This design comes from an exercise in tuning for small area, a short achievable clock period and few clock cycles on the open sky130 flow, not from production work. Function was checked by simulation only, so behaviour that the tests miss may differ from the original. No activity file was given, so power comes from the tool's default toggle rates.

## flow/flow/run.sh

```bash
#!/bin/bash
# Own flow: the standard layout (standard.sh, unchanged synthesis) with a
# larger setup margin for the resizer's timing repair, so that repair works
# towards a shorter period than the design's clock, and ports buffered with
# a plain buffer cell. The clock, the SDC and every other setting are the standard flow's.
# make's output goes to standard.log here; ORFS keeps each step's log under
# orfs/logs.
set -euo pipefail
cd "$(dirname "$0")/.."
export SETUP_SLACK_MARGIN="$(cat flow/margin.txt)"
export BUFFER_PORTS_ARGS="-buffer_cell sky130_fd_sc_hd__buf_2"
bash standard.sh > standard.log 2>&1
```

## flow/flow/margin.txt

```
7.5
```

## flow/standard.sh

```bash
#!/bin/bash
# synth_recipe.tcl (not shown) runs the flow's synth.tcl, then flattens the netlist and writes it again
# the make line also repeats each setting of config.mk as NAME=value (left out here)
make -C /OpenROAD-flow-scripts/flow DESIGN_CONFIG=/design/flow/config.mk WORK_HOME=/design/flow/orfs CLKGATE_MAP_FILE= SYNTH_SCRIPT=/design/flow/synth_recipe.tcl "${@:-finish}"
```

## flow/config.mk

```make
export PLATFORM = sky130hd
export DESIGN_NAME = core_top
export DESIGN_NICKNAME = core_top
export VERILOG_FILES = /design/flow/design.v
export SDC_FILE = /design/flow/constraint.sdc
export NUM_CORES = 4
export LEC_CHECK = 0
export CAP_MARGIN = 20
export CELL_PAD_IN_SITES_DETAIL_PLACEMENT = 1
export CELL_PAD_IN_SITES_GLOBAL_PLACEMENT = 1
export CORE_MARGIN = 2
export CORE_UTILIZATION = 30
export CTS_BUF_LIST = sky130_fd_sc_hd__clkbuf_8
export PLACE_DENSITY = 0.5
export SLEW_MARGIN = 20
```

## flow/constraint.sdc

```tcl
create_clock -name core_clock -period 12.0 [get_ports {clk}]
set_input_delay 2.4000 -clock core_clock [delete_from_list [all_inputs] [get_ports {clk}]]
set_output_delay 2.4000 -clock core_clock [all_outputs]
set_load 0.01 [all_outputs]
```

## flow/design.v

```verilog
`timescale 1ns/1ps
`default_nettype none
package core_pkg;
	typedef logic [32-1:0]    word_t;      
	typedef logic [5-1:0] reg_idx_t;
	typedef enum logic [5:0]
	{
		OP_ADD  = 6'd0,
		OP_SUB  = 6'd1,
		OP_ADDI = 6'd4,
		OP_LW   = 6'd5,
		OP_SW   = 6'd6,
		OP_AND  = 6'd7,
		OP_OR   = 6'd8,
		OP_XOR  = 6'd9,
		OP_BEQ  = 6'd10,
		OP_BNE  = 6'd11,
		OP_SLT  = 6'd12,
		OP_EOF  = 6'd19
	} opcode_t;
	typedef enum logic [1:0]
	{
		ST_R_TYPE   = 2'd0,
		ST_I_TYPE   = 2'd1,
		ST_OVERFLOW = 2'd2,
		ST_EOF      = 2'd3
	} status_t;
	typedef enum logic [2:0]
	{
		S_IDLE,
		S_FETCH,
		S_DECODE,
		S_EXEC,
		S_WB,
		S_NEXT,
		S_HALT_OVF,
		S_HALT_EOF
	} fsm_state_t;
endpackage
`default_nettype wire
`timescale 1ns/1ps
`default_nettype none
module reg_file
(
	input  wire         clk,
	input  wire         i_rst_n,
	input  wire         i_we,
	input  wire  [4:0]  i_waddr,
	input  wire  [31:0] i_wdata,
	input  wire  [4:0]  i_raddr_a,
	input  wire  [4:0]  i_raddr_b,
	output logic [31:0] o_rdata_a,
	output logic [31:0] o_rdata_b
);
	logic [31:0] regs [32];
	logic [32-1:0] valid;
	logic [32-1:0] wsel, sel_a, sel_b;
	always_comb
	begin
		o_rdata_a = '0;
		o_rdata_b = '0;
		for (int i = 0; i < 32; i++)
		begin
			wsel[i]  = i_we && (i_waddr == 5'(i));
			sel_a[i] = valid[i] && (i_raddr_a == 5'(i));
			sel_b[i] = valid[i] && (i_raddr_b == 5'(i));
			o_rdata_a = o_rdata_a | ({32{sel_a[i]}} & regs[i]);
			o_rdata_b = o_rdata_b | ({32{sel_b[i]}} & regs[i]);
		end
	end
	always_ff @(posedge clk)
	begin
		for (int i = 0; i < 32; i++)
			regs[i] <= ({32{wsel[i]}} & i_wdata) | ({32{!wsel[i]}} & regs[i]);    
	end
	always_ff @(posedge clk or negedge i_rst_n)
	begin
		if (!i_rst_n)
			valid <= '0;
		else
			valid <= valid | wsel;
	end
endmodule
`default_nettype wire
`timescale 1ns/1ps
`default_nettype none
module add32_ks
(
	input  wire  [31:0] i_a,
	input  wire  [31:0] i_b,
	input  wire         i_ci,
	output logic [31:0] o_s,
	output logic [32:0] o_c         
);
	logic [31:0] p, g;
	logic [31:0] gl [6];
	logic [31:0] pl [6];
	assign p = i_a ^ i_b;
	assign g = i_a & i_b;
	always_comb
	begin
		gl[0] = g;
		pl[0] = p;
		gl[0][0] = g[0] | (p[0] & i_ci);
		for (int l = 0; l < 5; l++)
		begin
			for (int i = 0; i < 32; i++)
			begin
				if (i >= (1 << l))
				begin
					gl[l+1][i] = gl[l][i] | (pl[l][i] & gl[l][i - (1 << l)]);
					pl[l+1][i] = pl[l][i] & pl[l][i - (1 << l)];
				end
				else
				begin
					gl[l+1][i] = gl[l][i];
					pl[l+1][i] = pl[l][i];
				end
			end
		end
		o_c[0] = i_ci;
		for (int i = 0; i < 32; i++)
			o_c[i+1] = gl[5][i];
		o_s = p ^ o_c[31:0];
	end
endmodule
module br_target
(
	input  wire  [31:0] i_pc,
	input  wire  [31:0] i_imm,
	output logic [11:0] o_tgt,
	output logic        o_bad
);
	logic [12:0] lo;
	logic [31:0] p, t;
	assign lo    = {1'b0, i_pc[11:0]} + {1'b0, i_imm[11:0]};
	assign o_tgt = lo[11:0];
	assign p     = i_pc ^ i_imm;
	assign t     = i_pc | i_imm;
	assign o_bad = (p[12] != lo[12]) || (p[31:13] != t[30:12]);
endmodule
`default_nettype wire
`timescale 1ns/1ps
`default_nettype none
module core_top
(
	input  wire     clk,
	input  wire     i_rst_n,
	output core_pkg::word_t   o_i_addr,
	input  core_pkg::word_t   i_i_inst,
	output logic    o_d_we,
	output core_pkg::word_t   o_d_addr,
	output core_pkg::word_t   o_d_wdata,
	input  core_pkg::word_t   i_d_rdata,
	output core_pkg::status_t o_status,
	output logic    o_status_valid
);
	logic [31:0] pc_f;           
	logic        started;        
	logic        halted;
	logic        halt_eof;       
	logic        st_v;           
	logic [1:0]  st;
	logic        e_valid;
	logic [31:0] e_a;            
	logic [31:0] e_b;            
	logic        e_ci;           
	logic [31:0] e_x;            
	logic        e_tgt_bad;      
	logic [7:0]  e_eqg;          
	logic [4:0]  e_rd;
	logic        e_wr;
	logic        e_rtype;
	logic        e_ovf_chk;      
	logic        e_mem;          
	logic        e_sum, e_and, e_or, e_xor, e_slt, e_lw, e_sw, e_br, e_bne;
	logic [31:0] sum, result, wdata;
	logic [32:0] carry;
	logic        ovf, mem_bad, lt, eq, br_cond, redirect, e_ovf;
	logic [31:0] ab_p, ab_t;
	add32_ks u_add (
		.i_a  (e_a),
		.i_b  (e_b),
		.i_ci (e_ci),
		.o_s  (sum),
		.o_c  (carry)
	);
	assign ovf = (e_a[31] == e_b[31]) && (sum[31] != e_a[31]);
	assign lt  = sum[31] ^ ovf;
	logic x_zero, x_ones;
	assign ab_p   = e_a ^ e_b;
	assign ab_t   = e_a | e_b;
	assign x_zero = !ab_p[8] && (ab_p[31:9] == ab_t[30:8]);
	assign x_ones = &ab_p[31:8];
	assign mem_bad = !((x_zero && !carry[8]) || (x_ones && carry[8]));
	assign eq      = &e_eqg;
	assign br_cond = eq ^ e_bne;
	assign redirect = e_valid && e_br && br_cond && !e_tgt_bad;
	assign e_ovf = (e_ovf_chk && ovf) || (e_mem && mem_bad) || (e_br && br_cond && e_tgt_bad);
	assign result = ({32{e_sum}} & sum) | ({32{e_and}} & (e_a & e_b)) |
		({32{e_or}} & ab_t) | ({32{e_xor}} & ab_p) | {31'd0, e_slt && lt};
	assign wdata  = e_lw ? i_d_rdata : result;
	logic rf_we;
	assign rf_we = e_valid && e_wr;
	assign o_d_addr       = {24'd0, sum[7:0]};
	assign o_d_wdata      = e_x;
	assign o_d_we         = e_valid && e_sw && !mem_bad;
	assign o_i_addr       = redirect ? {20'd0, e_x[11:0]} : pc_f;
	assign o_status_valid = st_v;
	assign o_status       = core_pkg::status_t'(st);
	logic [5:0]  op;
	logic [4:0]  ra, rb;
	logic [31:0] imm;
	logic [31:0] rf_a, rf_b, fa, fb;
	logic        f_add, f_sub, f_and, f_or, f_xor, f_slt, f_addi, f_lw, f_sw, f_beq, f_bne;
	logic        f_rtype, f_imm, f_inv, f_wr, f_branch, f_eof, f_stall;
	assign op  = i_i_inst[31:26];
	assign ra  = i_i_inst[25:21];
	assign rb  = i_i_inst[20:16];
	assign imm = {{16{i_i_inst[15]}}, i_i_inst[15:0]};
	assign f_add  = (op == 6'd0);
	assign f_sub  = (op == 6'd1);
	assign f_and  = (op == 6'd7);
	assign f_or   = (op == 6'd8);
	assign f_xor  = (op == 6'd9);
	assign f_slt  = (op == 6'd12);
	assign f_addi = (op == 6'd4);
	assign f_lw   = (op == 6'd5);
	assign f_sw   = (op == 6'd6);
	assign f_beq  = (op == 6'd10);
	assign f_bne  = (op == 6'd11);
	assign f_eof  = (op == 6'd19);
	assign f_rtype  = f_add || f_sub || f_and || f_or || f_xor || f_slt;
	assign f_imm    = f_addi || f_lw || f_sw;
	assign f_inv    = f_sub || f_slt;
	assign f_wr     = f_rtype || f_addi || f_lw;
	assign f_branch = f_beq || f_bne;
	assign f_stall  = !started && (i_i_inst == 32'd0);
	reg_file u_regs (
		.clk       (clk),
		.i_rst_n   (i_rst_n),
		.i_we      (rf_we),
		.i_waddr   (e_rd),
		.i_wdata   (wdata),
		.i_raddr_a (ra),
		.i_raddr_b (rb),
		.o_rdata_a (rf_a),
		.o_rdata_b (rf_b)
	);
	assign fa = (e_valid && e_wr && e_rd == ra) ? wdata : rf_a;
	assign fb = (e_valid && e_wr && e_rd == rb) ? wdata : rf_b;
	logic [11:0] tgt_s, tgt_r, tgt;
	logic        bad_s, bad_r, tgt_bad;
	logic [31:0] inc_s, inc;
	logic [12:0] inc_r;
	br_target u_tgt_s (.i_pc(pc_f), .i_imm(imm), .o_tgt(tgt_s), .o_bad(bad_s));
	br_target u_tgt_r (.i_pc({20'd0, e_x[11:0]}), .i_imm(imm), .o_tgt(tgt_r), .o_bad(bad_r));
	assign inc_s   = pc_f + 4;
	assign inc_r   = {1'b0, e_x[11:0]} + 13'd4;
	assign tgt     = redirect ? tgt_r : tgt_s;
	assign tgt_bad = redirect ? bad_r : bad_s;
	assign inc     = redirect ? {19'd0, inc_r} : inc_s;
	always_ff @(posedge clk or negedge i_rst_n)
	begin
		if (!i_rst_n)
		begin
			pc_f     <= 32'd0;
			started  <= 1'b0;
			halted   <= 1'b0;
			halt_eof <= 1'b0;
			e_valid  <= 1'b0;
			st_v     <= 1'b0;
			st       <= 2'd0;
		end
		else
		begin
			st_v <= halted || (e_valid && !e_ovf);
			st   <= halted ? {1'b1, halt_eof} : {1'b0, !e_rtype};
			if (halted)
				;
			else if (e_valid && e_ovf)
			begin
				halted   <= 1'b1;
				halt_eof <= 1'b0;
				pc_f     <= pc_f - 32'd4;        
				e_valid  <= 1'b0;
			end
			else if (f_eof)
			begin
				halted   <= 1'b1;
				halt_eof <= 1'b1;
				pc_f     <= o_i_addr;
				e_valid  <= 1'b0;
			end
			else if (f_stall)
				e_valid <= 1'b0;
			else
			begin
				started <= 1'b1;
				e_valid <= 1'b1;
				pc_f    <= inc;
			end
		end
	end
	always_ff @(posedge clk)
	begin
		e_a       <= fa;
		e_b       <= f_imm ? imm : (f_inv ? ~fb : fb);
		e_ci      <= f_inv;
		e_x       <= f_branch ? {20'd0, tgt} : fb;
		e_tgt_bad <= tgt_bad;
		for (int k = 0; k < 8; k++)
			e_eqg[k] <= (fa[4*k +: 4] == fb[4*k +: 4]);
		e_rd      <= f_rtype ? i_i_inst[15:11] : rb;
		e_wr      <= f_wr;
		e_rtype   <= f_rtype;
		e_ovf_chk <= f_add || f_sub || f_addi;
		e_mem     <= f_lw || f_sw;
		e_sum     <= f_add || f_sub || f_addi;
		e_and     <= f_and;
		e_or      <= f_or;
		e_xor     <= f_xor;
		e_slt     <= f_slt;
		e_lw      <= f_lw;
		e_sw      <= f_sw;
		e_br      <= f_branch;
		e_bne     <= f_bne;
	end
endmodule
`default_nettype wire
```

==> flow_summary.json, run 1 <==
{
  "hpwlAfterDp_um": 190000,
  "routedWlPerCell_um": 43.7,
  "fillers": 20200,
  "slew-limit-headroom_pct": 14.1,
  "power_switching_w": 0.00272,
  "grt_first_pass_wirelength_um": 437000,
  "async_flop_share_pct": 5.83,
  "worstPathRequired_ps": 9600,
  "grt_pass1_vias": 48400,
  "p_leak_nw": 23.2,
  "yosysTopAreaCell": "edfxtp_1",
  "tns_ps": 0,
  "synth.avg_cell_area_um2": 12.3,
  "vias": 50500,
  "io_buffers": 141,
  "avgViaCountPerCell": 6.66,
  "yosys-top-cells-count": "edfxtp_1 (1024), a22oi_1 (761), clkbuf_1 (298)",
  "final_core_util_pct": 36.0,
  "cts.clk_slew.worst_paths_ps": 60,
  "r2r-start": "e_a[0]",
  "setup_viol": 0,
  "cts_max_level": 4,
  "place_area_um2": 61200,
  "yosysMostFrequentCell": "edfxtp_1",
  "p_total_w": 0.00980,
  "register_area_um2": 35000,
  "remaining_drc_errors": 0,
  "first_pass_iters": 9,
  "arrival_ps": 3350,
  "grt_max_degree": 48,
  "syn_area_um2": 57100,
  "irDropWorstVdd_mv": 0.119,
  "grt_overflow_total": 0,
  "endpoint_kind": "output pin",
  "cts_buffers": 209,
  "drtAntennaViolNets": 0,
  "synth_seq_cells": 1218,
  "clkPwrFrac_pct": 40.6,
  "wl_um": 332000,
  "rsz0062_at_grt": "true",
  "finalHoldViolCount": 0,
  "startpoint_type": "flop",
  "power_frac_comb_pct": 10.7,
  "syn_inst": 4661,
  "synth-edff-count": 1024,
  "die_x_um": 440,
  "ys_seq_area_share_pct": 61.2,
  "period_share_pct": 47.9,
  "synth_warnings": 6,
  "multiInputGateArea_um2": 21800,
  "outcome": "complete, no violations",
  "finClkSkew_ps": 73.8,
  "max_freq_mhz": 174,
  "clock_latency_ps": 1040,
  "fin_nets": 5057,
  "gp_congestion": 0.927,
  "min_from": "started",
  "die_h_um": 440,
  "ys_types": 91,
  "pwr_density_cell_nw_per_um2": 144,
  "slew_viol_final": 0,
  "cap_violations": 0,
  "worst_slew_pin_slew_ps": 1290,
  "clockBufferDepth": 3,
  "final_area_um2": 68300,
  "drive_above_1_share_pct": 21.1,
  "hold_class": "reg2reg",
  "core_area_um2": 190000,
  "start_util_pct": 30.1,
  "grtUsageTotal_pct": 33.1,
  "intPower_w": 0.00709,
  "row_count": 160,
  "critPathMaxFanout": 4,
  "yosys_most_used_dff": "edfxtp_1",
  "area_delta_synth_final_pct": 19.5,
  "period_minus_slack_ps": 5750,
  "path_class": "reg2out",
  "cts_root_buf": "clkbuf_8",
  "io_pins": 166,
  "clock_sinks": 1218,
  "synth_top_area_share_pct": 53.8,
  "die_area_um2": 194000,
  "seqPwrFrac_pct": 48.7,
  "synth_area_leaders": "edfxtp_1 (54%), a22oi_1 (10%), dfxtp_1 (4.3%)",
  "worstSetupStartpoint": "e_a[9]",
  "first_iter_violations": 9149,
  "cts_tree": "built",
  "switching_share_pct": 27.7,
  "antenna_found_initial": 18
}
## cells in the final DEF (no fill, tap or decap), types with 22 or more instances in the layout
master	netlist	routed
nor4_1	67	51
clkinv_2	0	29
dfxtp_1	123	96
nor2_4	0	45
buf_6	2	88
nand4_1	215	215
a22o_1	83	83
clkinv_1	3	38
xnor2_1	114	110
dfrtp_1	71	71
a22oi_1	761	760
a222oi_1	63	63
edfxtp_1	1024	1024
inv_1	134	196
a21oi_1	145	129
diode_2	0	22
xor2_1	52	45
clkbuf_8	0	227
or2_2	40	39
a221oi_1	86	86
nor2_1	178	130
and3_2	0	36
ha_1	112	83
and3_4	0	25
nor3_1	70	52
ha_4	0	22
conb_1	1	24
o21ai_0	132	105
nand3_1	122	116
nand2_1	214	198
buf_2	46	107
buf_4	29	149
## worst max-delay path, cell delays in order, from the launching register on
cell and delay (ps):
dfxtp_4 410, inv_4 40, ha_4 310, xor2_4 250, nand4_1 250, nor4_4 400
nand4_1 260, a21oi_2 230, buf_2 160
## path summary, 6_finish.rpt
path	slack (ps)	endpoint	cells past startpoint
max	6250	o_d_we	8
min	470	started	1
max reg2reg	7620	flop	12
min reg2reg	470	started	1
max in group asynchronous	9510	pc_f[0]	2
min in group asynchronous	1380	u_regs.valid[24]	1
## routing by layer
metal	part of all wire, %	track usage, %	vias up
met5	0.015	0	-
met4	6.7	17.3	8
met3	12	8.94	1155
met2	43	49.9	4376
met1	38	43.3	25900
li1	-	-	19100
## final cells by class
class	count	share of cell area, %
inverters	137	0.773
diodes	22	0.0806
multi-input cells	2926	32.0
clock inverters	165	1.71
flip-flops and latches	1218	51.3
repair inverters	1	0.0110
clock buffers	226	4.56
well taps	2511	4.60
repair buffers	382	4.94
## power by group through the flow
stage	clock [W]	sequential (W)	combinational [W]
floorplan	0	0.00479	0.000503
global placement	0	0.00485	0.000864
detailed placement	0	0.00485	0.000870
CTS	0.00402	0.00477	0.000956
global route	0.00419	0.00478	0.00110
finish	0.00398	0.00477	0.00105
## cell families (layout without fill, tap and decap cells)
kind of cell	Yosys count	after routing	share of synthesized area, %
adder cells (fa/ha/maj)	116	116	2.59
other	1	46	0.00656
multiplexers	8	8	0.142
AO/OA/AOI/OAI	1501	1501	19.3
XOR/XNOR	166	166	2.54
AND/OR/NAND/NOR	1110	1111	10.3
buffers and inverters	541	911	3.87
flip-flops	1218	1218	61.2
## timing repair
action | in CTS | in global routing
endpoints found under the setup margin | 157 | 83
pin swaps | 33 | 36
hold buffers | 0 | 0
buffers inserted | 29 | 30
gates resized for setup | 277 | 207
cloned | 9 | 2
## stage by stage
step / setup WS (ps) / hold WS, ps / std cells
CTS: 6200 / 474 / 7534
finish: 6250 / 473 / 7588
global placement: 5500 / 459 / 7104
detailed placement: 5880 / 460 / 7105
floorplan: 7480 / 400 / 4684
global route: 6230 / 517 / 7574
Testbench counts, summed over its fixed seeds: cycles 18,611.
==> inputs of run 2 (changes only) <==
==> flow/flow/margin.txt (replaced) <==
6.8
--- a/flow/config.mk
+++ b/flow/config.mk
@@ -11,5 +11,4 @@
 export CORE_MARGIN = 2
-export CORE_UTILIZATION = 30
-export CTS_BUF_LIST = sky130_fd_sc_hd__clkbuf_8
-export PLACE_DENSITY = 0.5
+export CORE_UTILIZATION = 45
+export PLACE_DENSITY = 0.55
 export SLEW_MARGIN = 20
==> flow_summary.json, run 2 <==
{
  "die_h_um": 360,
  "hold_buffers": 0,
  "worst_slew_pin_slew_ps": 1240,
  "critPathTopFamily": "simple AND/OR/NAND/NOR gates",
  "synth.avg_cell_area_um2": 12.3,
  "yosys-top-cells-count": "edfxtp_1 (1024), a22oi_1 (761), clkbuf_1 (298)",
  "critPathMaxFanout": 6,
  "rr_worst_depth": 15,
  "synth-edff-count": 1024,
  "final.setup.worst_slack_ps": 6620,
  "slowest_delay_ps": 380,
  "cpMostUsedCell": "nand4_1",
  "area_delta_synth_final_pct": 14.7,
  "min_path_cells": 1,
  "endpoint_kind": "output pin",
  "irDropWorstVdd_mv": 0.152,
  "io_pins": 166,
  "setup_viol": 0,
  "hold_class": "reg2reg",
  "period_minus_slack_ps": 5380,
  "min_to": "started",
  "yosysTopAreaCell": "edfxtp_1",
  "p_leak_nw": 22.3,
  "drtAntennaViolNets": 0,
  "cts_buffers": 135,
  "core_area_um2": 126000,
  "first_pass_iters": 13,
  "async_flop_share_pct": 5.83,
  "hpwlAfterDp_um": 170000,
  "avgViaCountPerCell": 7.72,
  "remaining_drc_errors": 0,
  "antenna_found_initial": 17,
  "outcome": "complete, no violations",
  "rsz0062_at_grt": "true",
  "worstPathRequired_ps": 9600,
  "vias": 50400,
  "rrSetupSlack_ps": 7350,
  "tns_ps": 0,
  "period_share_pct": 44.9,
  "grt_pass1_vias": 48000,
  "cts_max_level": 4,
  "r2r-end": "pc_f[28]",
  "slew-limit-headroom_pct": 17.2,
  "yosysMostFrequentCell": "edfxtp_1",
  "grt_max_degree": 49,
  "row_count": 130,
  "syn_area_um2": 57100,
  "wl_um": 304000,
  "startpoint_type": "flop",
  "io_buffers": 141,
  "first_iter_violations": 10400,
  "clockBufferDepth": 3,
  "path_class": "reg2out",
  "p_total_w": 0.00994,
  "synth_warnings": 6,
  "arrival_ps": 2980,
  "r2r-start": "e_b[21]",
  "start_util_pct": 45.4,
  "crit_chain": "inv_2 -> ha_4 -> xor2_4 -> nand4_1 -> nor4_4 -> nand4_1 -> a21oi_2 -> buf_2",
  "pwr_density_cell_nw_per_um2": 152,
  "max_freq_mhz": 186,
  "grt_first_pass_wirelength_um": 408000,
  "fin_nets": 4938,
  "slew_viol_final": 0,
  "grtUsageTotal_pct": 45.6,
  "die_x_um": 360,
  "syn_inst": 4661,
  "crit_slowest_cell": "nor4_4",
  "synth_seq_cells": 1218,
  "cts_root_buf": "clkbuf_16",
  "dp_slack_ps": 5770,
  "finClkSkew_ps": 32.2,
  "cap_violations": 0,
  "drive_above_1_share_pct": 17.3,
  "final_common_cell": "edfxtp_1",
  "gp_congestion": 0.932,
  "finalHoldViolCount": 0,
  "clock_latency_ps": 790,
  "grt_overflow_total": 0,
  "crit_buf_inv": 2,
  "yosys_most_used_dff": "edfxtp_1",
  "synth_area_leaders": "edfxtp_1 (54%), a22oi_1 (10%), dfxtp_1 (4.3%)",
  "die_area_um2": 130000,
  "cts_tree": "built",
  "routedWlPerCell_um": 46.5,
  "ys_types": 91,
  "clock_sinks": 1218,
  "synth_top_area_share_pct": 53.8,
  "cts.clk_slew.worst_paths_ps": 60,
  "ys_seq_area_share_pct": 61.2,
  "most-common-layout-cells": "edfxtp_1 (1024), a22oi_1 (761), nand4_1 (215)",
  "min_from": "started"
}
run 2: cell type report:
| class | instances | area [um^2] |
|---|---|---|
| inverters | 137 | 514 |
| repair buffers | 338 | 2300 |
| multi-input cells | 2926 | 21200 |
| fillers | 12600 | 60200 |
| diodes | 8 | 20.0 |
| flip-flops and latches | 1218 | 35000 |
| well taps | 1650 | 2060 |
| clock buffers | 173 | 3690 |
| clock inverters | 77 | 684 |
run 2: stage by stage:
step | instance area, um^2 | std cells | hold slack (ps) | utilization (%)
2_1_floorplan | 57200 | 4684 | 400 | -
3_3_place_gp | 59900 | 6232 | 461 | 47.7
3_5_place_dp | 60000 | 6232 | 470 | 47.7
4_1_cts | 65000 | 6505 | 486 | 51.7
5_1_grt | 65500 | 6520 | 498 | 52.1
6_report | 65500 | 6527 | 480 | 52.1
run 2: repair_timing:
| item | 4_1_cts | 5_1_grt |
|---|---|---|
| cloned | 2 | 1 |
| gates resized for setup | 115 | 83 |
| setup endpoints to repair | 48 | 56 |
| setup buffers | 21 | 13 |
| pin swaps | 20 | 17 |
run 2: worst max-delay path by stage:
| stage | endpoint | cells past startpoint | start | slack, ps |
|---|---|---|---|---|
| 6_report | o_d_we | 8 | e_a[23] | 6620 |
| 5_1_grt | o_d_we | 8 | e_a[3] | 6570 |
| 4_1_cts | o_d_we | 8 | e_a[9] | 6620 |
| 3_5_place_dp | e_eqg[0] | 11 | i_i_inst[22] | 5770 |
| 3_3_place_gp | e_eqg[0] | 11 | i_i_inst[22] | 5400 |
| 2_1_floorplan | pc_f[31] | 11 | i_i_inst[26] | 7170 |
run 2: per-layer routing:
metal | global-route usage (%) | routed length, um
met5 | 0.259 | 346
met4 | 25.3 | 21200
met3 | 18.3 | 47400
met2 | 65.2 | 126000
met1 | 58.8 | 109000
run 2: kinds of logic after synthesis:
family	after synthesis	share of synthesized area (%)
adders and majority gates	116	2.59
AOI/OAI and AO/OA	1501	19.3
other	1	0.00656
and+or+nand+nor	1110	10.3
buffers and inverters	541	3.87
muxes	8	0.142
DFF	1218	61.2
xor gates and xnor gates	166	2.54
run 2: report_power, final:
group | switching [W] | internal (W)
Combinational | 0.000642 | 0.000350
Sequential | 0.0000892 | 0.00466
Clock | 0.00183 | 0.00236
Total | 0.00256 | 0.00738
==> inputs of run 3 (changes only) <==
==> flow/flow/margin.txt (replaced) <==
6.6
--- a/flow/config.mk
+++ b/flow/config.mk
@@ -12,2 +12,4 @@
 export CORE_UTILIZATION = 45
+export CTS_CLUSTER_DIAMETER = 80
+export CTS_CLUSTER_SIZE = 20
 export PLACE_DENSITY = 0.55
==> flow_summary.json, run 3 <==
{
  "hold_buffers": 0,
  "start_util_pct": 45.4,
  "cts_max_level": 3,
  "startpoint_type": "flop",
  "clockBufferDepth": 3,
  "first_iter_violations": 10400,
  "routedWlPerCell_um": 47.0,
  "outcome": "complete, no violations",
  "drtAntennaViolNets": 0,
  "period_share_pct": 46.1,
  "endpoint": "o_d_we",
  "hold_class": "reg2reg",
  "gp_congestion": 0.932,
  "grt_max_degree": 52,
  "register_area_um2": 35000,
  "seqPwrFrac_pct": 54.5,
  "intPower_w": 0.00641,
  "io_pins": 166,
  "slew-limit-headroom_pct": 17.3,
  "die_area_um2": 130000,
  "syn_area_um2": 57100,
  "rsz0062_at_grt": "true",
  "drive_above_1_share_pct": 14.4,
  "finClkSkew_ps": 68.4,
  "setup_viol": 0,
  "cap_violations": 0,
  "die_x_um": 360,
  "final_common_cell": "edfxtp_1",
  "yosysMostFrequentCell": "edfxtp_1",
  "die_h_um": 360,
  "avgViaCountPerCell": 7.79,
  "critPathMaxFanout": 9,
  "period_minus_slack_ps": 5540,
  "hpwlAfterDp_um": 170000,
  "clock_sinks": 1218,
  "synth_area_leaders": "edfxtp_1 (54%), a22oi_1 (10%), dfxtp_1 (4.3%)",
  "finalHoldWorstSlack_ps": 486,
  "ys_seq_area_share_pct": 61.2,
  "most-common-layout-cells": "edfxtp_1 (1024), a22oi_1 (761), nand4_1 (215)",
  "tns_ps": 0,
  "remaining_drc_errors": 0,
  "r2r-start": "e_a[0]",
  "synth_warnings": 6,
  "synth_seq_cells": 1218,
  "finalHoldViolCount": 0,
  "worstSetupStartpoint": "e_a[26]",
  "row_count": 130,
  "cts_root_buf": "clkbuf_16",
  "wl_um": 300000,
  "power_frac_comb_pct": 11.0,
  "syn_inst": 4661,
  "grtUsageTotal_pct": 45.0,
  "grt_overflow_total": 0,
  "yosys-top-cells-count": "edfxtp_1 (1024), a22oi_1 (761), clkbuf_1 (298)",
  "area_delta_synth_final_pct": 10.6,
  "cts_tree": "built",
  "ys_types": 91,
  "worstPathRequired_ps": 9600,
  "async_flop_share_pct": 5.83,
  "worst_slew_pin_slew_ps": 1240,
  "yosysTopAreaCell": "edfxtp_1",
  "power_switching_w": 0.00229,
  "antenna_found_initial": 12,
  "pwr_density_cell_nw_per_um2": 138,
  "slew_viol_final": 0,
  "fin_nets": 4860,
  "rrSetupSlack_ps": 7450,
  "arrival_ps": 3140,
  "clock_latency_ps": 750,
  "r2r-end": "e_eqg[5]",
  "switching_share_pct": 26.4,
  "path_class": "reg2out",
  "synth.avg_cell_area_um2": 12.3,
  "grt_pass1_vias": 47000,
  "io_buffers": 141,
  "irDropWorstVdd_mv": 0.144,
  "endpoint_kind": "output pin",
  "yosys_most_used_dff": "edfxtp_1",
  "rr_worst_depth": 15,
  "cts.clk_slew.worst_paths_ps": 90,
  "fillers": 12700,
  "vias": 49700,
  "p_leak_nw": 21.2,
  "synth_top_area_share_pct": 53.8,
  "cts_buffers": 80,
  "max_freq_mhz": 181,
  "first_pass_iters": 14,
  "clkPwrFrac_pct": 34.5,
  "synth-edff-count": 1024,
  "multiInputGateArea_um2": 20900,
  "grt_first_pass_wirelength_um": 404000,
  "core_area_um2": 126000
}
-- run 3: cell count changes in the layout (fill, tap and decap cells not counted), sizes merged --
cell | previous run | this run
clkinv | 54 | 12
clkbuf | 174 | 104
a31oi | 33 | 32
inv | 140 | 144
bufinv | 8 | 5
buf | 336 | 316
diode | 8 | 5
bufbuf | 1 | 0
clkinvlp | 12 | 3
-- run 3: layer usage --
metal  GRT usage (%)  up-vias  wire length, um  part of all wire [%]
met5           0.370        -              214                 0.071
met4            23.1       13            21000                   7.0
met3            17.4     1359            46500                    16
met2            65.0     4886           125000                    41
met1            58.6    24900           108000                    36
li1                -    18500                -                     -
-- run 3: stage by stage --
step / area (um^2) / total power [W] / util, % / std cells / setup slack [ps]
6_report: 63200 / 0.00870 / 50.3 / 6382 / 6460
5_1_grt: 63200 / 0.00889 / 50.3 / 6378 / 6450
4_1_cts: 62700 / 0.00861 / 49.9 / 6365 / 6500
3_5_place_dp: 60000 / 0.00568 / 47.7 / 6232 / 5770
3_3_place_gp: 59900 / 0.00567 / 47.7 / 6232 / 5400
2_1_floorplan: 57200 / 0.00529 / - / 4684 / 7170
-- run 3: cells by family after synthesis --
group,after synthesis,synth area share (%)
DFF,1218,61.2
AOI/OAI and AO/OA,1501,19.3
muxes,8,0.142
and+or+nand+nor,1110,10.3
adders and majority gates,116,2.59
buffers and inverters,541,3.87
other,1,0.00656
xor gates and xnor gates,166,2.54
-- run 3: worst min path at each step --
stage                    start              end  slack, ps  depth (start not counted)
2_1_floorplan          e_rtype            st[0]        400                          1
3_3_place_gp           started          started        460                          1
3_5_place_dp   u_regs.valid[9]  u_regs.valid[9]        470                          1
4_1_cts                started          started        490                          1
5_1_grt                started          started        500                          1
6_report               started          started        490                          1
-- run 3: layout make-up --
type	instances	share of cell area [%]
antenna	5	0.0198
clock buffer	104	3.46
clock inverter	27	0.616
inverter	137	0.814
multi-input combinational	2925	33.1
sequential	1218	55.4
tap	1650	3.27
timing repair buffer	316	3.29
-- run 3: critical path, stage by stage, from the launching register on --
cell     delay [ps]
dfxtp_2         370
inv_1            80
ha_4            330
xor2_1          320
nand2_1         110
nor4_1          500
nand4_1         300
a21oi_2         230
buf_2           150
-- run 3: timing repair --
action                                 CTS  global route
setup buffers                            2            11
pin swaps                                2            12
setup endpoints to repair               26            20
resized for setup                       48            75
endpoints found under the hold margin    0             0
-- run 3: power groups by stage --
stage / registers [W] / logic [W] / clock network (W)
after floorplan: 0.00479 / 0.000501 / 0
after global placement: 0.00484 / 0.000835 / 0
after detailed placement: 0.00483 / 0.000844 / 0
after CTS: 0.00474 / 0.000875 / 0.00300
after global routing: 0.00475 / 0.00100 / 0.00313
final: 0.00474 / 0.000958 / 0.00300
==> inputs of run 4 (changes only) <==
==> flow/flow/margin.txt (replaced) <==
6.9
--- a/flow/config.mk
+++ b/flow/config.mk
@@ -11,6 +11,6 @@
 export CORE_MARGIN = 2
-export CORE_UTILIZATION = 45
+export CORE_UTILIZATION = 50
 export CTS_CLUSTER_DIAMETER = 80
 export CTS_CLUSTER_SIZE = 20
-export PLACE_DENSITY = 0.55
+export PLACE_DENSITY = 0.6
 export SLEW_MARGIN = 20
==> flow_summary.json, run 4 <==
{
  "row_count": 124,
  "cts_tree": "built",
  "die_x_um": 342,
  "grtUsageTotal_pct": 48.5,
  "slew-limit-headroom_pct": 20.7,
  "dp.cells": 6092,
  "io_buffers": 141,
  "final.setup.worst_slack_ps": 6720,
  "first_iter_violations": 10900,
  "cts.clk_slew.worst_paths_ps": 90,
  "yosys-top-cells-count": "edfxtp_1 (1024), a22oi_1 (761), clkbuf_1 (298)",
  "yosys_most_used_dff": "edfxtp_1",
  "grt_max_degree": 49,
  "p_total_w": 0.00852,
  "finalHoldViolCount": 0,
  "finClkSkew_ps": 30.8,
  "synth.avg_cell_area_um2": 12.3,
  "hpwlAfterDp_um": 163000,
  "ys_seq_area_share_pct": 61.2,
  "most-common-layout-cells": "edfxtp_1 (1024), a22oi_1 (761), nand4_1 (215)",
  "cts_max_level": 3,
  "fillers": 11300,
  "dp_slack_ps": 5890,
  "crit_slowest_cell": "dfxtp_4",
  "yosysTopAreaCell": "edfxtp_1",
  "clock_latency_ps": 740,
  "slew_viol_final": 0,
  "area_delta_synth_final_pct": 10.7,
  "worst_slew_pin_slew_ps": 1190,
  "first_pass_iters": 10,
  "avgViaCountPerCell": 8.09,
  "intPower_w": 0.00627,
  "seqPwrFrac_pct": 55.8,
  "cts_root_buf": "clkbuf_16",
  "period_share_pct": 44.0,
  "die_area_um2": 117000,
  "path_class": "reg2out",
  "instances_no_fill": 6245,
  "cts_buffers": 76,
  "power_switching_w": 0.00225,
  "max_freq_mhz": 190,
  "setup_viol": 0,
  "remaining_drc_errors": 0,
  "core_area_um2": 114000,
  "grt_first_pass_wirelength_um": 391000,
  "cpMostUsedCell": "fa_2",
  "start_util_pct": 50.2,
  "gp_congestion": 0.992,
  "synth_area_leaders": "edfxtp_1 (54%), a22oi_1 (10%), dfxtp_1 (4.3%)",
  "grt_pass1_vias": 47700,
  "syn_area_um2": 57100,
  "wl_um": 292000,
  "worstPathRequired_ps": 9600,
  "clock_sinks": 1218,
  "clkPwrFrac_pct": 32.8,
  "arrival_ps": 2880,
  "io_pins": 166,
  "synth_seq_cells": 1218,
  "syn_inst": 4661,
  "synth_top_area_share_pct": 53.8,
  "grt_overflow_total": 0,
  "endpoint_kind": "output pin",
  "tns_ps": 0,
  "pwr_density_cell_nw_per_um2": 135,
  "crit_chain": "fa_2 -> inv_2 -> fa_2 -> nand2b_4 -> a211oi_4 -> o21ai_2 -> a21o_1 -> a21oi_1 -> buf_2",
  "cap_violations": 0,
  "final_common_cell": "edfxtp_1",
  "hold_class": "reg2reg",
  "antenna_found_initial": 13,
  "die_h_um": 342,
  "drive_above_1_share_pct": 15.4,
  "slowest_delay_ps": 420,
  "routedWlPerCell_um": 46.7,
  "startpoint_type": "flop",
  "async_flop_share_pct": 5.83,
  "vias": 50500,
  "synth-edff-count": 1024,
  "clockBufferDepth": 3,
  "fin_nets": 4874,
  "irDropWorstVdd_mv": 0.155,
  "switching_share_pct": 26.4,
  "p_leak_nw": 21.2,
  "ys_types": 91,
  "hold_buffers": 0,
  "critPathMaxFanout": 3,
  "final_core_util_pct": 55.5,
  "drtAntennaViolNets": 0,
  "synth_warnings": 6,
  "yosysMostFrequentCell": "edfxtp_1",
  "outcome": "complete, no violations",
  "period_minus_slack_ps": 5280,
  "power_frac_comb_pct": 11.4,
  "rsz0062_at_grt": "true"
}
[run 4: cell counts after synthesis]
Identical to the previous run, type by type.
[run 4: cells by family (layout without fill, tap and decap cells)]
logic type,count (synthesis),count (layout),synth area share (%)
compound gates,1501,1501,19.3
flops,1218,1218,61.2
simple gates,1110,1111,10.3
buf+inv,541,582,3.87
xor+xnor,166,166,2.54
fa+ha+maj,116,116,2.59
mux,8,8,0.142
other cells,1,31,0.00656
[run 4: final cells by class]
cell class	count	area [um^2]	share of cell area [%]
Clock inverter	20	254	0.402
Multi-Input combinational cell	2926	21200	33.4
Clock buffer	92	2040	3.22
Inverter	137	518	0.819
Antenna cell	7	17.5	0.0277
Timing Repair Buffer	333	2350	3.72
Sequential cell	1218	35000	55.4
Tap cell	1512	1890	2.99
[run 4: timing repair]
action | CTS | global route
setup endpoints to repair | 33 | 53
gates cloned | 1 | 3
buffers inserted | 10 | 20
resized for setup | 117 | 91
pin swaps | 16 | 22
[run 4: critical path: cells and delay by family (launching register included)]
family                   cells  cell delay, ps
adder cells (fa/ha/maj)      2             620
AND/OR/NAND/NOR              1             170
flip-flops                   1             420
AO/OA/AOI/OAI                4             750
buffers and inverters        2             190
[run 4: final timing paths]
kind	startpoint	end	slack [ps]	depth (start not counted)
max in group asynchronous	i_rst_n	pc_f[16]	9350	2
max	e_a[0]	o_d_we	6720	9
min	e_rtype	st[0]	440	1
max reg2reg	e_a[0]	e_eqg[6]	7660	15
min reg2reg	e_rtype	st[0]	440	1
min in group asynchronous	i_rst_n	u_regs.valid[24]	1660	1
[run 4: through the flow]
stage / hold slack (ps) / instance area (um^2)
CTS: 438 / 62600
floorplan: 400 / 57200
detailed placement: 426 / 59800
finish: 440 / 63300
global placement: 412 / 59700
global route: 480 / 63200
[run 4: metal layers]
layer,up-vias,part of all wire (%),routed length [um],GRT usage [%]
met4,21,8.0,23300,29.2
met5,-,0.16,461,1.59
met3,1549,17,48200,20.5
li1,18600,-,-,-
met1,25000,34,100000,61.3
met2,5389,41,120000,69.0
[run 4: power by group through the flow]
| stage | Combinational (W) | Clock (W) | Sequential, W |
|---|---|---|---|
| 5_1_grt | 0.00101 | 0.00291 | 0.00475 |
| 3_5_place_dp | 0.000831 | 0 | 0.00484 |
| 2_1_floorplan | 0.000501 | 0 | 0.00479 |
| 3_3_place_gp | 0.000818 | 0 | 0.00484 |
| 6_report | 0.000971 | 0.00279 | 0.00475 |
| 4_1_cts | 0.000893 | 0.00277 | 0.00475 |
==> inputs of run 5 (changes only) <==
==> flow/flow/margin.txt (replaced) <==
7.0
--- a/flow/config.mk
+++ b/flow/config.mk
@@ -11,6 +11,6 @@
 export CORE_MARGIN = 2
-export CORE_UTILIZATION = 50
+export CORE_UTILIZATION = 55
 export CTS_CLUSTER_DIAMETER = 80
 export CTS_CLUSTER_SIZE = 20
-export PLACE_DENSITY = 0.6
+export PLACE_DENSITY = 0.65
 export SLEW_MARGIN = 20
==> flow_summary.json, run 5 <==
{
  "outcome": "complete, no violations",
  "wl_um": 287000,
  "area_delta_synth_final_pct": 11.7,
  "drtAntennaViolNets": 0,
  "die_x_um": 326,
  "period_share_pct": 44.9,
  "yosys_most_used_dff": "edfxtp_1",
  "worst_slew_pin_slew_ps": 1230,
  "instances_no_fill": 6134,
  "fillers": 10100,
  "max_freq_mhz": 186,
  "synth_top_area_share_pct": 53.8,
  "hold_class": "reg2reg",
  "finalHoldWorstSlack_ps": 498,
  "start_util_pct": 55.3,
  "die_area_um2": 106000,
  "drive_above_1_share_pct": 16.8,
  "synth_area_leaders": "edfxtp_1 (54%), a22oi_1 (10%), dfxtp_1 (4.3%)",
  "cpMostUsedCell": "nand4_1",
  "routedWlPerCell_um": 46.8,
  "min_path_cells": 2,
  "cts_root_buf": "clkbuf_16",
  "gp_congestion": 1.01,
  "vias": 51900,
  "period_minus_slack_ps": 5380,
  "multiInputGateArea_um2": 21500,
  "hpwlAfterDp_um": 158000,
  "rrSetupSlack_ps": 7380,
  "arrival_ps": 2980,
  "rsz0062_at_grt": "true",
  "crit_chain": "inv_2 -> ha_4 -> xor2_4 -> nand4_1 -> nor4_4 -> nand4_1 -> a21oi_2 -> buf_2",
  "rr_worst_depth": 13,
  "critPathMaxFanout": 4,
  "slowest_delay_ps": 410,
  "grtUsageTotal_pct": 52.1,
  "cts_tree": "built",
  "async_flop_share_pct": 5.83,
  "io_pins": 166,
  "worstPathRequired_ps": 9600,
  "die_h_um": 326,
  "cts.clk_slew.worst_paths_ps": 90,
  "synth-edff-count": 1024,
  "avgViaCountPerCell": 8.46,
  "synth_seq_cells": 1218,
  "syn_area_um2": 57100,
  "clock_latency_ps": 730,
  "crit_buf_inv": 2,
  "most-common-layout-cells": "edfxtp_1 (1024), a22oi_1 (761), nand4_1 (215)",
  "slew_viol_final": 0,
  "pwr_density_cell_nw_per_um2": 132,
  "synth_warnings": 6,
  "endpoint_kind": "output pin",
  "slew-limit-headroom_pct": 18.2,
  "finClkSkew_ps": 58.5,
  "grt_pass1_vias": 48800,
  "p_leak_nw": 21.5,
  "grt_first_pass_wirelength_um": 386000,
  "row_count": 118,
  "antenna_found_initial": 13,
  "io_buffers": 141,
  "setup_viol": 0,
  "first_pass_iters": 10,
  "grt_max_degree": 49,
  "remaining_drc_errors": 0,
  "final_core_util_pct": 61.8,
  "cap_violations": 0,
  "ys_types": 91,
  "syn_inst": 4661,
  "first_iter_violations": 12500,
  "path_class": "reg2out",
  "clockBufferDepth": 3,
  "fin_nets": 4890,
  "irDropWorstVdd_mv": 0.150,
  "startpoint_type": "flop",
  "tns_ps": 0,
  "register_area_um2": 35000,
  "yosysTopAreaCell": "edfxtp_1",
  "ys_seq_area_share_pct": 61.2,
  "synth.avg_cell_area_um2": 12.3,
  "finalHoldViolCount": 0,
  "clock_sinks": 1218,
  "cts_max_level": 3,
  "cp.depth": 8,
  "critPathTopFamily": "simple AND/OR/NAND/NOR gates",
  "core_area_um2": 103000,
  "yosysMostFrequentCell": "edfxtp_1",
  "crit_slowest_cell": "nor4_4",
  "dp.cells": 5955,
  "yosys-top-cells-count": "edfxtp_1 (1024), a22oi_1 (761), clkbuf_1 (298)",
  "final_common_cell": "edfxtp_1",
  "cts_buffers": 74,
  "grt_overflow_total": 0
}
## run 5: cell type report
cell class	instances	share of cell area, %
Multi-Input combinational cell	2926	33.6
Timing Repair Buffer	351	4.48
Clock inverter	15	0.380
Clock buffer	98	3.11
Inverter	137	0.811
Antenna cell	9	0.0353
Tap cell	1380	2.70
Sequential cell	1218	54.9
## run 5: layer usage
| metal | GRT usage [%] | part of all wire, % |
|---|---|---|
| met5 | 0.621 | 0.14 |
| met2 | 72.4 | 40 |
| met4 | 34.6 | 9.2 |
| met1 | 63.6 | 32 |
| met3 | 25.9 | 18 |
## run 5: repair_timing
item                                    in CTS  in global routing
setup buffers                               26                 23
hold buffers                                 0                  0
pin swaps                                   26                 29
resized for setup                          192                162
gates cloned                                 6                  2
endpoints found under the setup margin      65                 69
## run 5: kinds of logic (layout without fill, tap and decap cells)
group | Yosys count | count (layout) | share of synthesized area (%)
AO/OA/AOI/OAI | 1501 | 1501 | 19.3
flip-flops | 1218 | 1218 | 61.2
AND/OR/NAND/NOR | 1110 | 1111 | 10.3
buffers and inverters | 541 | 601 | 3.87
XOR/XNOR | 166 | 166 | 2.54
adder cells (fa/ha/maj) | 116 | 116 | 2.59
multiplexers | 8 | 8 | 0.142
other | 1 | 33 | 0.00656
## run 5: report_power, final
| part | internal, W | leakage (nW) | switching [W] |
|---|---|---|---|
| clock | 0.00122 | 1.07 | 0.00150 |
| sequential | 0.00466 | 11.3 | 0.000106 |
| combinational | 0.000345 | 9.19 | 0.000634 |
| total | 0.00622 | 21.5 | 0.00224 |
## run 5: path summary, 6_finish.rpt
path                          start              end
setup / recovery            e_a[23]           o_d_we
setup reg to reg             e_b[0]          e_b[21]
hold reg to reg            halt_eof            st[0]
min in group asynchronous   i_rst_n  u_regs.valid[5]
max in group asynchronous   i_rst_n          pc_f[2]
hold / removal             halt_eof            st[0]
## run 5: per-stage QoR
step                      setup WS, ps  area [um^2]  total power (W)
after CTS                         6730        62900          0.00832
final                             6620        63800          0.00845
after floorplan                   7170        57200          0.00529
after detailed placement          5940        59500          0.00566
after global placement            6050        59500          0.00564
after global routing              6610        63800          0.00858
## run 5: worst min-delay path: stages, from the launching register on
cell     delay [ps]
dfrtp_1         360
nand2_1          50
o21ai_0          60
==> inputs of run 6 (changes only) <==
--- a/flow/design.v
+++ b/flow/design.v
@@ -170,2 +170,4 @@
 	logic [7:0]  e_eqg;          
+	logic [7:0]  e_addr;         
+	logic        e_c8;           
 	logic [4:0]  e_rd;
@@ -194,3 +196,3 @@
 	assign x_ones = &ab_p[31:8];
-	assign mem_bad = !((x_zero && !carry[8]) || (x_ones && carry[8]));
+	assign mem_bad = !((x_zero && !e_c8) || (x_ones && e_c8));
 	assign eq      = &e_eqg;
@@ -204,3 +206,3 @@
 	assign rf_we = e_valid && e_wr;
-	assign o_d_addr       = {24'd0, sum[7:0]};
+	assign o_d_addr       = {24'd0, e_addr};
 	assign o_d_wdata      = e_x;
@@ -262,2 +264,4 @@
 	assign inc     = redirect ? {19'd0, inc_r} : inc_s;
+	logic [8:0] addr_lo;
+	assign addr_lo = {1'b0, fa[7:0]} + {1'b0, i_i_inst[7:0]};
 	always_ff @(posedge clk or negedge i_rst_n)
@@ -311,2 +315,4 @@
 		e_tgt_bad <= tgt_bad;
+		e_addr    <= addr_lo[7:0];
+		e_c8      <= addr_lo[8];
 		for (int k = 0; k < 8; k++)
==> flow/flow/margin.txt (replaced) <==
6.9
--- a/flow/config.mk
+++ b/flow/config.mk
@@ -11,6 +11,6 @@
 export CORE_MARGIN = 2
-export CORE_UTILIZATION = 55
+export CORE_UTILIZATION = 50
 export CTS_CLUSTER_DIAMETER = 80
 export CTS_CLUSTER_SIZE = 20
-export PLACE_DENSITY = 0.65
+export PLACE_DENSITY = 0.6
 export SLEW_MARGIN = 20
==> flow_summary.json, run 6 <==
{
  "synth_warnings": 6,
  "instances_no_fill": 6350,
  "start_util_pct": 50.3,
  "startpoint_type": "flop",
  "grtUsageTotal_pct": 48.1,
  "endpoint_kind": "output pin",
  "yosysMostFrequentCell": "edfxtp_1",
  "wl_um": 297000,
  "drtAntennaViolNets": 0,
  "first_iter_violations": 10800,
  "clockBufferDepth": 3,
  "synth.avg_cell_area_um2": 12.4,
  "seqPwrFrac_pct": 55.3,
  "hpwlAfterDp_um": 172000,
  "cts_buffers": 78,
  "synth-compound-area-share_pct": 19.8,
  "slew_viol_final": 0,
  "switching_share_pct": 26.7,
  "p_total_w": 0.00871,
  "worst_slew_pin_slew_ps": 1180,
  "synth_top_family_by_area": "compound AO/OA/AOI/OAI gates",
  "period_share_pct": 43.8,
  "intPower_w": 0.00639,
  "io_pins": 166,
  "synth-edff-count": 1024,
  "cts_root_buf": "clkbuf_16",
  "clkPwrFrac_pct": 32.6,
  "yosys_most_used_dff": "edfxtp_1",
  "dp.cells": 6131,
  "synth_top_area_share_pct": 52.9,
  "gp_congestion": 1.04,
  "finalHoldWorstSlack_ps": 420,
  "most-common-layout-cells": "edfxtp_1 (1024), a22oi_1 (428), a221oi_1 (210)",
  "grt_first_pass_wirelength_um": 399000,
  "cts_tree": "built",
  "antenna_found_initial": 14,
  "drive_above_1_share_pct": 17.5,
  "fin_nets": 4972,
  "die_h_um": 345,
  "vias": 51300,
  "synth_seq_cells": 1227,
  "period_minus_slack_ps": 5250,
  "finalHoldViolCount": 0,
  "die_area_um2": 119000,
  "critPathMaxFanout": 2,
  "setup_viol": 0,
  "routedWlPerCell_um": 46.8,
  "die_x_um": 345,
  "yosys.area_share.simple_pct": 10.2,
  "yosys-top-cells-count": "edfxtp_1 (1024), a22oi_1 (430), a221oi_1 (213)",
  "ys_types": 107,
  "tns_ps": 0,
  "path_class": "reg2out",
  "grt_pass1_vias": 49200,
  "cts_max_level": 3,
  "ys_seq_area_share_pct": 60.5,
  "io_buffers": 141,
  "remaining_drc_errors": 0,
  "row_count": 125,
  "yosysTopAreaCell": "edfxtp_1",
  "syn_inst": 4678,
  "first_pass_iters": 13,
  "max_freq_mhz": 190,
  "async_flop_share_pct": 5.79,
  "worstPathRequired_ps": 9600,
  "hold_buffers": 0,
  "power_switching_w": 0.00233,
  "irDropWorstVdd_mv": 0.140,
  "syn_area_um2": 58200,
  "hold_class": "reg2reg",
  "avgViaCountPerCell": 8.08,
  "slew-limit-headroom_pct": 21.6,
  "synth_xor_area_share_pct": 2.59,
  "finClkSkew_ps": 48.3,
  "rsz0062_at_grt": "true",
  "clock_latency_ps": 740,
  "cap_violations": 0,
  "final_common_cell": "edfxtp_1",
  "pwr_density_cell_nw_per_um2": 133,
  "synthAdderAreaFrac_pct": 2.77,
  "grt_max_degree": 55,
  "arrival_ps": 2850,
  "outcome": "complete, no violations",
  "synth_area_leaders": "edfxtp_1 (53%), a22oi_1 (5.5%), dfxtp_1 (4.5%)",
  "grt_overflow_total": 0,
  "synth.area.mux_share_pct": 0.206,
  "power_frac_comb_pct": 12.1,
  "cts.clk_slew.worst_paths_ps": 90,
  "core_area_um2": 116000,
  "clock_sinks": 1227,
  "area_delta_synth_final_pct": 12.6,
  "p_leak_nw": 22.3
}
-- run 6: changes by cell type in the layout (fill, tap and decap cells not counted), moves of 25 or more --
cell / delta
a22oi_1: -333
buf_4: +51
buf_6: -41
a21oi_1: +25
nor4_1: -30
a22o_1: +116
a221oi_1: +125
o21ai_1: +36
-- run 6: path summary, 6_finish.rpt --
path                         start                to  slack, ps  cells past startpoint
max                        e_a[11]            o_d_we       6750                      8
min                        e_rtype             st[0]        420                      1
max reg2reg                 e_a[0]              e_c8       7110                     18
min reg2reg                e_rtype             st[0]        420                      1
max in group asynchronous  i_rst_n           pc_f[7]       9270                      2
min in group asynchronous  i_rst_n  u_regs.valid[26]       1550                      1
-- run 6: power by group through the flow --
stage	Combinational (W)	Clock, W	Sequential (W)
2_1_floorplan	0.000538	0	0.00484
3_3_place_gp	0.000863	0	0.00490
3_5_place_dp	0.000881	0	0.00490
4_1_cts	0.000985	0.00283	0.00480
5_1_grt	0.00110	0.00297	0.00482
6_report	0.00106	0.00284	0.00481
-- run 6: cells by family after synthesis --
kind of cell	after synthesis
AOI/OAI and AO/OA	1503
xor gates and xnor gates	172
adders and majority gates	126
buffers and inverters	532
DFF	1227
muxes	11
other	1
and+or+nand+nor	1106
-- run 6: timing repair --
item / in CTS / in global routing
setup endpoints to repair: 97 / 71
gates cloned: 4 / 6
buffers inserted: 41 / 42
endpoints found under the hold margin: 0 / 0
resized for setup: 195 / 133
pin swaps: 37 / 32
-- run 6: metrics by stage --
step	cell area (um^2)	worst slack, ps	util (%)
2_1_floorplan	58500	6730	-
3_5_place_dp	60800	5200	52.5
4_1_cts	64500	6830	55.7
3_3_place_gp	60800	5250	52.5
5_1_grt	65500	6680	56.6
6_report	65500	6750	56.6
-- run 6: cell type report --
| type | instances | area [um^2] |
|---|---|---|
| Clock inverter | 23 | 335 |
| Multi-Input combinational cell | 2943 | 22300 |
| Sequential cell | 1227 | 35200 |
| Tap cell | 1524 | 1910 |
| Clock buffer | 93 | 2050 |
| Inverter | 144 | 541 |
| Antenna cell | 10 | 25.0 |
| Fill cell | 11400 | 50200 |
| Timing Repair Buffer | 386 | 3130 |
-- run 6: per-layer routing --
layer  wire length [um]  vias to the layer above  global-route usage, %  part of all wire [%]
li1                   -                    18900                      -                     -
met1             101000                    25400                   59.5                    34
met2             122000                     5277                   69.4                    41
met3              48000                     1718                   20.9                    16
met4              25700                       18                   29.4                   8.7
met5                252                        -                      0                 0.085
-- run 6: worst max-delay path, stage by stage, from the launching register on --
cell	delay (ps)
dfxtp_4	390
inv_2	50
ha_4	290
xor2_4	220
nand4_1	210
or4_4	490
o22ai_4	170
and3_1	190
buf_2	140
Testbench counts of run 6, summed over its fixed seeds: cycles 18,611.

what the ideal ports hide:
In the flow no input, the clock included, has a driving cell. The finished layouts below were timed again as built, in two steps. Step 1 assumes that a clkbuf_16 drives the clock port and a buf_2 every other input. Step 2 times the ports against the registers' clock, not the clock port: input delays grow and output delays shrink by t, the midpoint of the rising clock arrivals with the driver on. Three values: ideal ports, drivers, drivers and shift; two values: the first two.
| run | t, ns | setup slack, ns | slew at the worst register clock pin (ns) |
|---|---|---|---|
| run 1 | 1.096 | 6.247 / 6.159 / 6.355 | 0.08 / 0.08 |
| run 2 | 0.869 | 6.617 / 6.531 / 5.861 | 0.07 / 0.07 |
| run 3 | 0.798 | 6.463 / 6.378 / 5.741 | 0.09 / 0.09 |
| run 4 | 0.803 | 6.724 / 6.641 / 5.922 | 0.09 / 0.09 |
| run 5 | 0.777 | 6.616 / 6.538 / 6.058 | 0.10 / 0.10 |
| run 6 | 0.794 | 6.748 / 6.666 / 6.028 | 0.09 / 0.09 |
After both steps setup and hold are still met in every run listed. The setup slack of run 4, which loses most, moves by -0.083 ns with the drivers and by -0.802 ns with both steps.
